Background: an optimization exercise with open tools, aiming at small area and a short achievable clock period. Do not read the settings as production practice.
The RTL was checked by simulation tests, not by an equivalence proof against the original design.
Power figures rest on the tool's default switching activity, not on a simulated workload.

== PW ==
## dispatch_top
module dispatch_top #(
	parameter int ROB_ENTRIES = 8,
	parameter int RS_DEPTH = 4,
	localparam int IDX_BITS = $clog2(ROB_ENTRIES),
	localparam int NSLOT = dispatch_pkg::SLOT_COUNT,
	localparam int PW = dispatch_pkg::PREG_BITS,
	localparam int OPW = dispatch_pkg::OPERAND_BITS,
	localparam int OCW = isa_pkg::OPCODE_BITS
) (
	input  logic clk,
	input  logic rst_n,
	input  logic alloc_v,
	input  logic [31:0] alloc_instr,
	input  logic [PW-1:0] alloc_psrc1,
	input  logic [PW-1:0] alloc_psrc2,
	input  logic [PW-1:0] alloc_pdst,
	input  logic [1:0] alloc_src_ready,
	output logic alloc_ready,
	input  logic wakeup_v,
	input  logic [PW-1:0] wakeup_tag,
	input  logic [ROB_ENTRIES-1:0] stomp_mask,
	input  logic commit_v,
	input  logic [NSLOT-1:0] credit_return,
	input  logic cfg_we,
	input  logic [NSLOT-1:0] cfg_wdata,
	output logic [NSLOT-1:0] cfg_rdata,
	output logic [NSLOT-1:0] issue_v,
	output logic [NSLOT*IDX_BITS-1:0] issue_rob_idx,
	output logic [NSLOT*OCW-1:0] issue_opcode,
	output logic [NSLOT*PW-1:0] issue_pdst,
	output logic [NSLOT*PW-1:0] issue_psrc1,
	output logic [NSLOT*OPW-1:0] issue_operand2,
	output logic [NSLOT-1:0] issue_is_imm
);
	localparam int N = ROB_ENTRIES;
	localparam int IMMW = isa_pkg::IMM_BITS;
	logic [N-1:0] valid;
	logic [N-1:0] taken;        
	logic [N-1:0] stomp;
	logic [N-1:0] rdy1;
	logic [N-1:0] rdy2;
	logic [N-1:0] elig_q;       
	logic [N-1:0][OCW-1:0] op;
	logic [N-1:0][IMMW-1:0] fld;
	logic [N-1:0][PW-1:0] ps1;
	logic [N-1:0][PW-1:0] pd;
	logic [IDX_BITS-1:0] head;
	logic [IDX_BITS-1:0] tail;
	logic full;
	logic [NSLOT-1:0] iv;
	logic [NSLOT-1:0][N-1:0] pick;
	logic [NSLOT-1:0][N-1:0] pick_ns;   
	logic [NSLOT-1:0] pst;
	logic [1:0] pimm;           
	logic [NSLOT-1:0][RS_DEPTH-1:0] crd;
	logic [NSLOT-1:0] en;
	logic [N-1:0] c_alu, c_alu0, c_md, c_br, c_mem, c_imm;
	logic [N-1:0] elig, dm;
	always_comb begin
		for (int i = 0; i < N; i++) begin
			c_md[i] = (op[i][5:1] == 5'b00100);
			c_br[i] = (op[i] == 6'h10);
			c_mem[i] = (op[i][5:1] == 5'b01100);
			c_alu0[i] = (op[i][5:1] == 5'b00010);
			c_alu[i] = !(c_md[i] || c_br[i] || c_mem[i] || c_alu0[i]);
			c_imm[i] = (op[i] == 6'h03) || (op[i] == 6'h05) || c_br[i] || c_mem[i];
			dm[i] = 1'b0;
			for (int s = 0; s < NSLOT; s++)
  ...
Size in the first run: ~440 flip-flops, about 300 I/O pins, roughly 23000 um2 of cells after synthesis.
==> flow/config.mk <==
export PLATFORM = sky130hd
export DESIGN_NAME = dispatch_top
export DESIGN_NICKNAME = dispatch_top
export VERILOG_FILES = /design/flow/design.v
export SDC_FILE = /design/flow/constraint.sdc
export NUM_CORES = 4
export LEC_CHECK = 0
export CAP_MARGIN = 20
export CORE_MARGIN = 2
export CORE_UTILIZATION = 40
export SETUP_SLACK_MARGIN = 3.0
export SLEW_MARGIN = 20
==> flow/constraint.sdc <==
create_clock -name core_clock -period 7.5 [get_ports {clk}]
set_input_delay 1.5000 -clock core_clock [delete_from_list [all_inputs] [get_ports {clk}]]
set_output_delay 1.5000 -clock core_clock [all_outputs]
set_load 0.01 [all_outputs]
standard.sh (not shown) runs the stock make flow with config.mk's settings and CLKGATE_MAP_FILE= SYNTH_SCRIPT=/design/flow/synth_recipe.tcl, a recipe that flattens the netlist after the stock synthesis.
==> flow/flow/run.sh <==
#!/bin/bash
# Standard ORFS layout, but the port buffers use the smallest plain buffer
# instead of the delay cell buffer_ports picks by default.
set -euo pipefail
export BUFFER_PORTS_ARGS="-buffer_cell sky130_fd_sc_hd__buf_1"
bash standard.sh > orfs_flow.log 2>&1
PW | stages: all done | timing, DRC, antenna: all pass
Relative to PW, the following input files were edited for JK:
Settings: CORE_UTILIZATION now 55, was 40; CTS_CLUSTER_SIZE now 24, previously not set; CTS_CLUSTER_DIAMETER now 150, previously not set; SETUP_SLACK_MARGIN now 4.0, was 3.0.
Findings:
Every stage of the flow completed for JK, and the final layout passed the timing, DRC and antenna checks. Clock network fraction of total power is higher on PW. Re met1 track demand over resource: JK is 13 points up on PW. Summary: with PW as the reference, non-clock buffer count in JK moved up by a few percent. Cmp PW and JK / worst-case setup slack after placement / higher: JK. [diff] relative max-transition margin, JK relative to PW: regression. Maximum clock frequency, PW and JK: smaller value in PW. Total global-route track usage is higher on JK. In the metrics for PW and JK, the one carrying the higher area of the die is PW.

==> afterwards: timing with drivers on the ports <==
The results above use ideal ports. As a check the final layouts listed here were re-extracted and re-timed, cells and wires unchanged.
Step 1 (the two cells are an assumption about what drives the block):
set clk [get_ports {clk}]
set_driving_cell -lib_cell sky130_fd_sc_hd__clkbuf_16 $clk
set_driving_cell -lib_cell sky130_fd_sc_hd__buf_2 [delete_from_list [all_inputs] $clk]
Step 2 also shifts input and output timing later by t, the mid clock arrival at the registers, as if the neighbouring blocks saw the same clock.
Three values: no drivers, after step 1, after step 2; two values: the first two.
run	shift t [ns]	setup slack, ns	worst setup path after step 2	latest minus earliest clock arrival (ns)	worst register clock-pin slew, ns
PW	0.663	3.448 / 3.391 / 3.252	input to register	0.037 / 0.036	0.06 / 0.06
JK	0.631	3.987 / 3.926 / 3.434	input to register	0.029 / 0.029	0.11 / 0.11
After both steps setup and hold are still met in every run listed. For JK, which loses most, drivers alone change the setup slack by -0.061 ns; drivers and shift together by -0.553 ns.
